Background: an optimization exercise with open tools, aiming at small area. Do not read the settings as production practice.
Only simulation tests tie the RTL to the original design; equivalence was not proved.
Power and IR drop assume default switching activity.

==> v19 <==
==> flow/design.v <==
package morphPkg;
    localparam int HCNT_W = 12;
    localparam int VCNT_W = 11;
    localparam int H_W = 9;
    localparam int V_W = 8;
    localparam int LINE = 328;
endpackage
`timescale 1ns/1ps
module videoTiming (
    input  logic                     PCLK,
    input  logic                     reset_i,
    output logic [morphPkg::H_W-1:0] h_o,
    output logic [morphPkg::V_W-1:0] v_o
);
    logic                     hLast;
    logic                     vLast;
    logic [morphPkg::H_W-1:0] hNext;
    logic [morphPkg::V_W-1:0] vNext;
    assign hLast = h_o[8] & h_o[6] & h_o[2] & h_o[1] & h_o[0];
    assign vLast = v_o[7] & v_o[6] & v_o[5] & v_o[4] & v_o[0];
    logic [morphPkg::H_W:0] hCarry;
    logic [morphPkg::V_W:0] vCarry;
    assign hCarry[0] = 1'b1;
    assign vCarry[0] = hLast;
    for (genvar i = 0; i < morphPkg::H_W; i++) begin : g_hInc
        assign hCarry[i+1] = hCarry[i] & h_o[i];
        assign hNext[i]    = (h_o[i] ^ hCarry[i]) & ~(reset_i | hLast);
    end
    for (genvar i = 0; i < morphPkg::V_W; i++) begin : g_vInc
        assign vCarry[i+1] = vCarry[i] & v_o[i];
        assign vNext[i]    = (v_o[i] ^ vCarry[i]) & ~(hLast & vLast);
    end
    always_ff @(posedge PCLK) begin
        h_o <= hNext;
        v_o <= vNext & {morphPkg::V_W{~reset_i}};
    end
endmodule
`timescale 1ns/1ps
module binarizer (
    input  logic       PCLK,
    input  logic       reset_i,
    input  logic       frameStart_i,
    input  logic       active_i,
    input  logic [7:0] luma_i,
    input  logic [7:0] threshold_i,
    output logic       bit_o
);
    logic [7:0] thrLatch;
    logic [7:0] thrUse;
    assign thrUse = frameStart_i ? threshold_i : thrLatch;
    always_ff @(posedge PCLK) begin
        thrLatch <= thrUse;
    end
    logic [8:0] ge;
    assign ge[0] = 1'b1;
    for (genvar i = 0; i < 8; i++) begin : g_cmp
        assign ge[i+1] = (luma_i[i] & ~thrUse[i]) | (~(luma_i[i] ^ thrUse[i]) & ge[i]);
    end
    assign bit_o = active_i & ~reset_i & ge[8];
endmodule
`timescale 1ns/1ps
module morphWindow #(
    parameter int LEN = 328
) (
    input  logic           PCLK,
    input  logic           d_i,
    output logic [LEN-1:0] sr_o
);
    always_ff @(posedge PCLK) begin
        sr_o <= {sr_o[LEN-2:0], d_i};
    end
endmodule
`timescale 1ns/1ps
module morphStage (
    input  logic PCLK,
    input  logic isOpen_i,
    input  logic isClose_i,
    input  logic odd_i,        
    input  logic row0_i,       
    input  logic keepOpen_i,   
    input  logic keepClose_i,  
    input  logic bit_i,
    output logic s2_o
);
    localparam int L  = morphPkg::LINE;
    localparam int LS = morphPkg::LINE / 2;
    logic [L:0]    lane1;
    logic [L:0]    lane0;
    logic [LS:0]   laneS;
    logic isPass;
    logic inv;
    logic [1:0] cA, pA;    
    logic [1:0] cB, pB;    
    logic       gA, gB;
    logic [3:0] dA, dB;    
    logic       a1, c1;
    logic       a2, e2, m2, p2;
    logic       bH;
    logic       v1, v1a, v1b;
    logic       s1;
    logic       v2, v2a, v2b;
    logic       cN, mN;
    logic [3:0] nN;
    logic [1:0] code;
    logic       tN, tH;
    assign isPass = ~isOpen_i & ~isClose_i;
    assign inv    = isClose_i;
    morphWindow #(.LEN(L + 1)) line1 (.PCLK(PCLK), .d_i(code[1]), .sr_o(lane1));
    morphWindow #(.LEN(L + 1)) line0 (.PCLK(PCLK), .d_i(code[0]), .sr_o(lane0));
    always_ff @(posedge PCLK) begin
        laneS <= {laneS[LS-1:0], odd_i ? laneS[LS] : (tH & tN)};
    end
    function automatic logic [3:0] decode(input logic [1:0] c, input logic [1:0] p, input logic g);
        logic hi;
        hi = g | (c == 2'd1 && p == 2'd0);
        decode[3] = ~(c[1] & c[0]) & (c[1] | c[0] | hi);
        decode[2] = (c[1] & ~c[0]) | (~c[1] & hi);
        decode[1] = ~c[1] & ~c[0] & hi;
        decode[0] = ~c[1] & (~c[0] | hi);
    endfunction
    assign cA = {lane1[L-2], lane0[L-2]};
    assign pA = odd_i ? {lane1[L-1], lane0[L-1]} : {lane1[L-3], lane0[L-3]};
    assign gA = odd_i ? laneS[LS-3] : laneS[LS-4];
    assign dA = decode(cA, pA, gA);
    assign a1 = (isPass ? cA[1] : dA[3] ^ inv) & ~row0_i;
    assign c1 = (dA[2] ^ inv) & ~row0_i;
    always_comb begin
        if (isOpen_i)       v1 = c1 & bit_i;
        else if (isClose_i) v1 = c1 | bit_i;
        else                v1 = a1;
    end
    always_ff @(posedge PCLK) begin
        v1a <= v1;
        v1b <= v1a;
        bH  <= bit_i;
    end
    always_comb begin
        if (isOpen_i)       s1 = v1b & v1a & v1;
        else if (isClose_i) s1 = v1b | v1a | v1;
        else                s1 = v1a;
    end
    assign cB = {lane1[L-1], lane0[L-1]};
    assign pB = odd_i ? {lane1[L-2], lane0[L-2]} : {lane1[L], lane0[L]};
    assign gB = odd_i ? laneS[LS-3] : laneS[LS-2];
    assign dB = decode(cB, pB, gB);
    assign a2 = (dB[3] ^ inv) & ~row0_i;
    assign e2 = (dB[1] ^ inv) & ~row0_i;
    assign m2 = (dB[0] ^ inv) & ~row0_i;
    assign p2 = cB[0] & ~row0_i;
    always_comb begin
        if (isOpen_i) begin
            v2 = m2 | s1;
            cN = a2 & bH;
            mN = s1 | e2;
        end else if (isClose_i) begin
            v2 = m2 & s1;
            cN = a2 | bH;
            mN = s1 & e2;
        end else begin
            v2 = p2;
            cN = 1'b0;
            mN = 1'b0;
        end
    end
    assign nN = {bH, cN, s1, mN} ^ {4{inv}};
    always_comb begin
        if (isPass) begin
            code = {bH, s1};
            tN   = 1'b1;
        end else begin
            code[1] = ~nN[0] & (~nN[3] | nN[2]);
            code[0] = (~nN[3] & ~nN[0]) | (nN[3] & ~nN[2]) | (nN[2] & nN[0] & ~nN[1]);
            tN      = code[1] | (nN[2] & nN[0]);
        end
    end
    always_ff @(posedge PCLK) begin
        tH  <= tN;
        v2a <= v2;
        v2b <= v2a;
    end
    always_comb begin
        if (isOpen_i)       s2_o = (v2b | v2a | v2) & keepOpen_i;
        else if (isClose_i) s2_o = (v2b & v2a & v2) & keepClose_i;
        else                s2_o = v2a;
    end
endmodule
`timescale 1ns/1ps
module morphPipeline (
    input  logic        PCLK,
    input  logic        reset_i,
    input  logic [7:0]  luma_i,
    input  logic [7:0]  threshold_i,
    input  logic [1:0]  mode_i,
    output logic [11:0] hCnt_o,
    output logic [10:0] vCnt_o,
    output logic        pixel_o,
    output logic [11:0] outHCnt_o,
    output logic [10:0] outVCnt_o,
    output logic        outValid_o
);
    logic [morphPkg::H_W-1:0] h;
    logic [morphPkg::V_W-1:0] v;
    logic       frameStart;
    logic       active;
    logic       bin;
    logic [1:0] modeLatch;
    logic [1:0] modeUse;
    logic       hEdge1, vEdge1, hEdge2, vEdge2;
    logic       s2;
    logic [2:0] outPipe;
    videoTiming timing (
        .PCLK    (PCLK),
        .reset_i (reset_i),
        .h_o     (h),
        .v_o     (v)
    );
    assign hCnt_o = {3'b000, h};
    assign vCnt_o = {3'b000, v};
    assign active     = ~(h[8] & h[6]) & ~(&v[7:4]);
    assign frameStart = (h == '0) && (v == '0);
    assign modeUse = frameStart ? mode_i : modeLatch;
    always_ff @(posedge PCLK) begin
        modeLatch <= modeUse;
    end
    binarizer binarize (
        .PCLK         (PCLK),
        .reset_i      (reset_i),
        .frameStart_i (frameStart),
        .active_i     (active),
        .luma_i       (luma_i),
        .threshold_i  (threshold_i),
        .bit_o        (bin)
    );
    assign hEdge1 = (~|h[8:2] & ~h[0]) | (h[8] & h[6] & h[0]);       
    assign vEdge1 = (~|v[7:2] & ~v[0]) | (&v[7:4] & v[0]);           
    assign hEdge2 = ~|h[8:2] | (h[8] & h[6]);                        
    assign vEdge2 = ~|v[7:2] | (&v[7:4]);                            
    morphStage engine (
        .PCLK        (PCLK),
        .isOpen_i    (modeUse == 2'd1),
        .isClose_i   (modeUse == 2'd2),
        .odd_i       (h[0]),
        .row0_i      (v == '0),
        .keepOpen_i  (~hEdge1 & ~vEdge1),
        .keepClose_i (~hEdge2 & ~vEdge2),
        .bit_i       (bin),
        .s2_o        (s2)
    );
    always_ff @(posedge PCLK) begin
        outPipe <= {outPipe[1:0], s2};
    end
    assign outValid_o = ((|h[8:3]) | (h[2] & (h[1] | h[0]))) &
                        ~(h[8] & h[6] & h[2] & (h[1] | h[0])) & (|v[7:1]);
    assign pixel_o    = outPipe[2] & outValid_o;
    logic [9:0] hBorrow;
    logic [8:0] outH;
    logic [7:0] vBorrow;
    logic [7:0] outV;
    localparam logic [8:0] H_OFF = 9'd5;
    assign hBorrow[0] = 1'b0;
    for (genvar i = 0; i < 9; i++) begin : g_hSub
        assign outH[i]      = h[i] ^ H_OFF[i] ^ hBorrow[i];
        assign hBorrow[i+1] = (~h[i] & (H_OFF[i] | hBorrow[i])) | (H_OFF[i] & hBorrow[i]);
    end
    assign outV[0]    = v[0];
    assign vBorrow[1] = 1'b1;
    for (genvar i = 1; i < 8; i++) begin : g_vSub
        assign outV[i] = v[i] ^ vBorrow[i];
        if (i < 7) begin : g_b
            assign vBorrow[i+1] = vBorrow[i] & ~v[i];
        end
    end
    assign vBorrow[0] = 1'b0;
    assign outHCnt_o  = {3'b000, outH};
    assign outVCnt_o  = {3'b000, outV};
endmodule
==> flow/flow/run.sh <==
#!/bin/bash
# The standard layout (the standard.sh, unchanged synthesis), with the
# port buffers that placement inserts made of the smallest buffer cell.
set -euo pipefail
export BUFFER_PORTS_ARGS="-buffer_cell sky130_fd_sc_hd__buf_1"
bash standard.sh > standard_flow.log 2>&1
==> flow/standard.sh <==
#!/bin/bash
# synth_recipe.tcl (not shown) runs the flow's synth.tcl, then flattens the netlist and writes it again
# the make line also repeats each setting of config.mk as NAME=value (left out here)
make -C /OpenROAD-flow-scripts/flow DESIGN_CONFIG=/design/flow/config.mk WORK_HOME=/design/flow/orfs CLKGATE_MAP_FILE= SYNTH_SCRIPT=/design/flow/synth_recipe.tcl "${@:-finish}"
==> flow/config.mk <==
export PLATFORM = sky130hd
export DESIGN_NAME = morphPipeline
export DESIGN_NICKNAME = morphPipeline
export VERILOG_FILES = /design/flow/design.v
export SDC_FILE = /design/flow/constraint.sdc
export NUM_CORES = 4
export LEC_CHECK = 0
export ABC_AREA = 1
export CAP_MARGIN = 20
export CORE_MARGIN = 2
export CORE_UTILIZATION = 65
export CTS_BUF_LIST = sky130_fd_sc_hd__clkbuf_8
export CTS_CLUSTER_DIAMETER = 60
export CTS_CLUSTER_SIZE = 20
export PLACE_DENSITY = 0.75
export SLEW_MARGIN = 20
==> flow/constraint.sdc <==
create_clock -name core_clock -period 10.0 [get_ports {PCLK}]
set_input_delay 2.0000 -clock core_clock [delete_from_list [all_inputs] [get_ports {PCLK}]]
set_output_delay 2.0000 -clock core_clock [all_outputs]
set_load 0.01 [all_outputs]
==> v10: changes against v19 <==
==> flow/flow/run.sh (replaced) <==
#!/bin/bash
# Own layout flow:
#  1. the standard synthesis, unchanged (bash standard.sh synth);
#  2. its combinational cells re-mapped by Yosys/ABC for area, with every
#     flip-flop kept as it is (same instance, name and cell type); the
#     result must prove equivalent to the standard netlist, else the
#     standard netlist is kept;
#  3. the rest of the standard layout (bash standard.sh), with the
#     port buffers that placement inserts made of the smallest buffer.
# Each tool writes its full output to a log file in this folder.
set -euo pipefail
HERE=$(pwd)
R=$HERE/orfs/results/$FLOW_PLATFORM/morphPipeline/base
LIB=$FLOW_HOME/platforms/$FLOW_PLATFORM/lib/sky130_fd_sc_hd__tt_025C_1v80.lib
YOSYS=$FLOW_HOME/../tools/install/yosys/bin/yosys
[[ -x $YOSYS ]] || YOSYS=$(command -v yosys)
export BUFFER_PORTS_ARGS="-buffer_cell sky130_fd_sc_hd__buf_1"

bash standard.sh synth > flow_1_standard_synth.log 2>&1
cp "$R/1_2_yosys.v" std_1_2_yosys.v

sed -e "s#@LIB@#$LIB#g" -e "s#@IN@#$HERE/std_1_2_yosys.v#g" -e "s#@OUT@#$HERE/remap_1_2_yosys.v#g" \
    -e "s#@TMP@#$HERE/remap_flat.v#g" -e "s#@DONTUSE@#$(cat flow/dont_use.txt)#g" flow/remap.ys > remap.ys
sed -e "s#@LIB@#$LIB#g" -e "s#@A@#$HERE/std_1_2_yosys.v#g" -e "s#@B@#$HERE/remap_1_2_yosys.v#g" \
    flow/equiv.ys > equiv.ys

if "$YOSYS" -l flow_2_remap.log -q -s remap.ys > /dev/null 2>&1 &&
   "$YOSYS" -l flow_3_equiv.log -q -s equiv.ys > /dev/null 2>&1; then
  echo "remapped netlist proved equivalent; using it" > flow_remap_decision.log
  cp remap_1_2_yosys.v "$R/1_2_yosys.v"
  touch "$R/1_2_yosys.v"
else
  echo "remap failed or not proved equivalent; keeping the standard netlist" > flow_remap_decision.log
fi

bash standard.sh > flow_4_standard_layout.log 2>&1
==> flow/flow/dont_use.txt (new file) <==
-dont_use sky130_fd_sc_hd__probe_p_8 -dont_use sky130_fd_sc_hd__probec_p_8 -dont_use sky130_fd_sc_hd__lpflow_bleeder_1 -dont_use sky130_fd_sc_hd__lpflow_clkbufkapwr_1 -dont_use sky130_fd_sc_hd__lpflow_clkbufkapwr_16 -dont_use sky130_fd_sc_hd__lpflow_clkbufkapwr_2 -dont_use sky130_fd_sc_hd__lpflow_clkbufkapwr_4 -dont_use sky130_fd_sc_hd__lpflow_clkbufkapwr_8 -dont_use sky130_fd_sc_hd__lpflow_clkinvkapwr_1 -dont_use sky130_fd_sc_hd__lpflow_clkinvkapwr_16 -dont_use sky130_fd_sc_hd__lpflow_clkinvkapwr_2 -dont_use sky130_fd_sc_hd__lpflow_clkinvkapwr_4 -dont_use sky130_fd_sc_hd__lpflow_clkinvkapwr_8 -dont_use sky130_fd_sc_hd__lpflow_decapkapwr_12 -dont_use sky130_fd_sc_hd__lpflow_decapkapwr_3 -dont_use sky130_fd_sc_hd__lpflow_decapkapwr_4 -dont_use sky130_fd_sc_hd__lpflow_decapkapwr_6 -dont_use sky130_fd_sc_hd__lpflow_decapkapwr_8 -dont_use sky130_fd_sc_hd__lpflow_inputiso0n_1 -dont_use sky130_fd_sc_hd__lpflow_inputiso0p_1 -dont_use sky130_fd_sc_hd__lpflow_inputiso1n_1 -dont_use sky130_fd_sc_hd__lpflow_inputiso1p_1 -dont_use sky130_fd_sc_hd__lpflow_inputisolatch_1 -dont_use sky130_fd_sc_hd__lpflow_isobufsrc_1 -dont_use sky130_fd_sc_hd__lpflow_isobufsrc_16 -dont_use sky130_fd_sc_hd__lpflow_isobufsrc_2 -dont_use sky130_fd_sc_hd__lpflow_isobufsrc_4 -dont_use sky130_fd_sc_hd__lpflow_isobufsrc_8 -dont_use sky130_fd_sc_hd__lpflow_isobufsrckapwr_16 -dont_use sky130_fd_sc_hd__lpflow_lsbuf_lh_hl_isowell_tap_1 -dont_use sky130_fd_sc_hd__lpflow_lsbuf_lh_hl_isowell_tap_2 -dont_use sky130_fd_sc_hd__lpflow_lsbuf_lh_hl_isowell_tap_4 -dont_use sky130_fd_sc_hd__lpflow_lsbuf_lh_isowell_4 -dont_use sky130_fd_sc_hd__lpflow_lsbuf_lh_isowell_tap_1 -dont_use sky130_fd_sc_hd__lpflow_lsbuf_lh_isowell_tap_2 -dont_use sky130_fd_sc_hd__lpflow_lsbuf_lh_isowell_tap_4 
==> flow/flow/equiv.ys (new file) <==
# Sequential equivalence of the standard and the re-mapped netlist, with
# every cell read as its function in the library.
read_liberty -ignore_miss_func @LIB@
read_verilog @A@
rename morphPipeline gold
read_verilog @B@
rename morphPipeline gate
flatten gold gate
opt_clean
equiv_make gold gate eq
hierarchy -top eq
equiv_simple -undef
equiv_induct -undef
equiv_status -assert
==> flow/flow/remap.ys (new file) <==
# Re-map the combinational cells of the standard synthesis for area.
# Flip-flops and tie cells stay black boxes, so they keep their instances.
read_liberty -ignore_miss_func @LIB@
blackbox sky130_fd_sc_hd__dfxtp_1
blackbox sky130_fd_sc_hd__edfxtp_1
blackbox sky130_fd_sc_hd__conb_1
read_verilog @IN@
hierarchy -top morphPipeline
flatten
opt -purge
rename -hide w:* x:* %d
opt_clean -purge
write_verilog -noattr @TMP@
design -reset
read_liberty -lib @LIB@
read_verilog @TMP@
hierarchy -top morphPipeline
proc
opt
techmap
opt -purge
abc -liberty @LIB@ @DONTUSE@
opt_clean -purge
splitnets
opt_clean -purge
hilomap -singleton -hicell sky130_fd_sc_hd__conb_1 HI -locell sky130_fd_sc_hd__conb_1 LO
insbuf -buf sky130_fd_sc_hd__buf_4 A X
check -assert -mapped
write_verilog -noattr -nohex -nodec @OUT@
- CTS_BUF_LIST: sky130_fd_sc_hd__clkbuf_8 -> sky130_fd_sc_hd__clkbuf_16
- CTS_CLUSTER_SIZE: 20 -> 32
==> v33: changes against v19 <==
==> flow/design.v, changed modules only <==
module videoTiming (
    input  logic                     PCLK,
    input  logic                     reset_i,
    output logic [morphPkg::H_W-1:0] h_o,
    output logic [morphPkg::V_W-1:0] v_o
);
    logic                     hLast;
    logic                     vLast;
    logic [morphPkg::H_W-1:0] hNext;
    logic [morphPkg::V_W-1:0] vNext;
    assign hLast = h_o[8] & h_o[6] & h_o[2] & h_o[1] & h_o[0];
    assign vLast = v_o[7] & v_o[6] & v_o[5] & v_o[4] & v_o[0];
    assign hNext = (h_o + 1'b1) & {morphPkg::H_W{~(reset_i | hLast)}};
    assign vNext = hLast ? ((v_o + 1'b1) & {morphPkg::V_W{~vLast}}) : v_o;
    always_ff @(posedge PCLK) begin
        h_o <= hNext;
        v_o <= vNext & {morphPkg::V_W{~reset_i}};
    end
endmodule
module binarizer (
    input  logic       PCLK,
    input  logic       reset_i,
    input  logic       frameStart_i,
    input  logic       active_i,
    input  logic [7:0] luma_i,
    input  logic [7:0] threshold_i,
    output logic       bit_o
);
    logic [7:0] thrLatch;
    logic [7:0] thrUse;
    assign thrUse = frameStart_i ? threshold_i : thrLatch;
    always_ff @(posedge PCLK) begin
        thrLatch <= thrUse;
    end
    assign bit_o = active_i & ~reset_i & (luma_i >= thrUse);
endmodule
module morphPipeline (
    input  logic        PCLK,
    input  logic        reset_i,
    input  logic [7:0]  luma_i,
    input  logic [7:0]  threshold_i,
    input  logic [1:0]  mode_i,
    output logic [11:0] hCnt_o,
    output logic [10:0] vCnt_o,
    output logic        pixel_o,
    output logic [11:0] outHCnt_o,
    output logic [10:0] outVCnt_o,
    output logic        outValid_o
);
    logic [morphPkg::H_W-1:0] h;
    logic [morphPkg::V_W-1:0] v;
    logic       frameStart;
    logic       active;
    logic       bin;
    logic [1:0] modeLatch;
    logic [1:0] modeUse;
    logic       hEdge1, vEdge1, hEdge2, vEdge2;
    logic       s2;
    logic [2:0] outPipe;
    videoTiming timing (
        .PCLK    (PCLK),
        .reset_i (reset_i),
        .h_o     (h),
        .v_o     (v)
    );
    assign hCnt_o = {3'b000, h};
    assign vCnt_o = {3'b000, v};
    assign active     = ~(h[8] & h[6]) & ~(&v[7:4]);
    assign frameStart = (h == '0) && (v == '0);
    assign modeUse = frameStart ? mode_i : modeLatch;
    always_ff @(posedge PCLK) begin
        modeLatch <= modeUse;
    end
    binarizer binarize (
        .PCLK         (PCLK),
        .reset_i      (reset_i),
        .frameStart_i (frameStart),
        .active_i     (active),
        .luma_i       (luma_i),
        .threshold_i  (threshold_i),
        .bit_o        (bin)
    );
    assign hEdge1 = (~|h[8:2] & ~h[0]) | (h[8] & h[6] & h[0]);       
    assign vEdge1 = (~|v[7:2] & ~v[0]) | (&v[7:4] & v[0]);           
    assign hEdge2 = ~|h[8:2] | (h[8] & h[6]);                        
    assign vEdge2 = ~|v[7:2] | (&v[7:4]);                            
    morphStage engine (
        .PCLK        (PCLK),
        .isOpen_i    (modeUse == 2'd1),
        .isClose_i   (modeUse == 2'd2),
        .odd_i       (h[0]),
        .row0_i      (v == '0),
        .keepOpen_i  (~hEdge1 & ~vEdge1),
        .keepClose_i (~hEdge2 & ~vEdge2),
        .bit_i       (bin),
        .s2_o        (s2)
    );
    always_ff @(posedge PCLK) begin
        outPipe <= {outPipe[1:0], s2};
    end
    assign outValid_o = (h >= 9'd5) && ~(h[8] & h[6] & h[2] & (h[1] | h[0])) && (|v[7:1]);
    assign pixel_o    = outPipe[2] & outValid_o;
    assign outHCnt_o  = {3'b000, h - 9'd5};
    assign outVCnt_o  = {3'b000, v - 8'd2};
endmodule
==> flow/run.sh (new file) <==
#!/bin/bash
# synth_recipe.tcl (not shown) runs the flow's synth.tcl, then flattens the netlist and writes it again
# the make line also repeats each setting of config.mk as NAME=value (left out here)
make -C /OpenROAD-flow-scripts/flow DESIGN_CONFIG=/design/flow/config.mk WORK_HOME=/design/flow/orfs CLKGATE_MAP_FILE= SYNTH_SCRIPT=/design/flow/synth_recipe.tcl finish
- CORE_UTILIZATION: 65 -> 45
- CTS_CLUSTER_DIAMETER: 60 -> 80
- CTS_CLUSTER_SIZE: 20 -> 22
- PLACE_DENSITY: 0.75 -> default
removed: flow/flow/run.sh
removed: flow/standard.sh
==> run notes <==
Of v10 and v33, v10 has the higher total power (gap 6.7%, measured against v33). Against v10, the maximum frequency of v33 is higher by about 15%. The highest global-route usage belongs to v10, the lowest to v33. In sequential power, v10 and v33 hardly differ. Of v19 and v10, v10 has the higher clock power (gap about 19%, measured against v10).
==> figures <==
metric	v10	v33	v19
Fmax	0.176 GHz	0.203 GHz	0.201 GHz
XOR/XNOR share of the synthesized area	-	0.00599	0.00231
Final non-clock buffer share	0.0102	0.0268	0.0101
Clock transition at the register clock pins on the worst setup and hold paths after CTS	0.11 ns	0.12 ns	0.11 ns
Worst-case headroom to the max-slew limit	0.363	0.594	-
Part of the Yosys area used for sequential elements	-	0.904	0.906
End point of the most critical hold path	engine.line1.sr_o[176]	engine.line1.sr_o[152]	engine.line1.sr_o[179]
Status	finished clean	finished clean	finished clean
Detailed-routed wire length on met3	955 um	882 um	844 um
Net switching share of the total power	0.204	0.200	0.201
Fin crit period	5.67 ns	4.92 ns	4.98 ns
Total cell area at the placement stage	19,100 um2	20,200 um2	19,600 um2

-- what the ideal ports hide --
The results above use ideal ports. As a check the final layouts listed here were re-extracted and re-timed, cells and wires unchanged.
Step 1 (the two cells are an assumption about what drives the block):
set clk [get_ports {PCLK}]
set_driving_cell -lib_cell sky130_fd_sc_hd__clkbuf_16 $clk
set_driving_cell -lib_cell sky130_fd_sc_hd__buf_2 [delete_from_list [all_inputs] $clk]
Step 2 also shifts input and output timing later by t, the mid clock arrival at the registers, as if the neighbouring blocks saw the same clock.
a / b / c = ideal ports / drivers / drivers and shift; a / b = the first two.
| run | t, ns | setup slack, ns | worst setup path at the end |
|---|---|---|---|
| v19 | 0.631 | 5.023 / 4.980 / 5.516 | input to register |
| v10 | 0.577 | 4.333 / 4.333 / 4.333 | register to register |
| v33 | 0.646 | 5.078 / 5.033 / 5.324 | input to register |
After both steps every run listed still meets setup and hold.
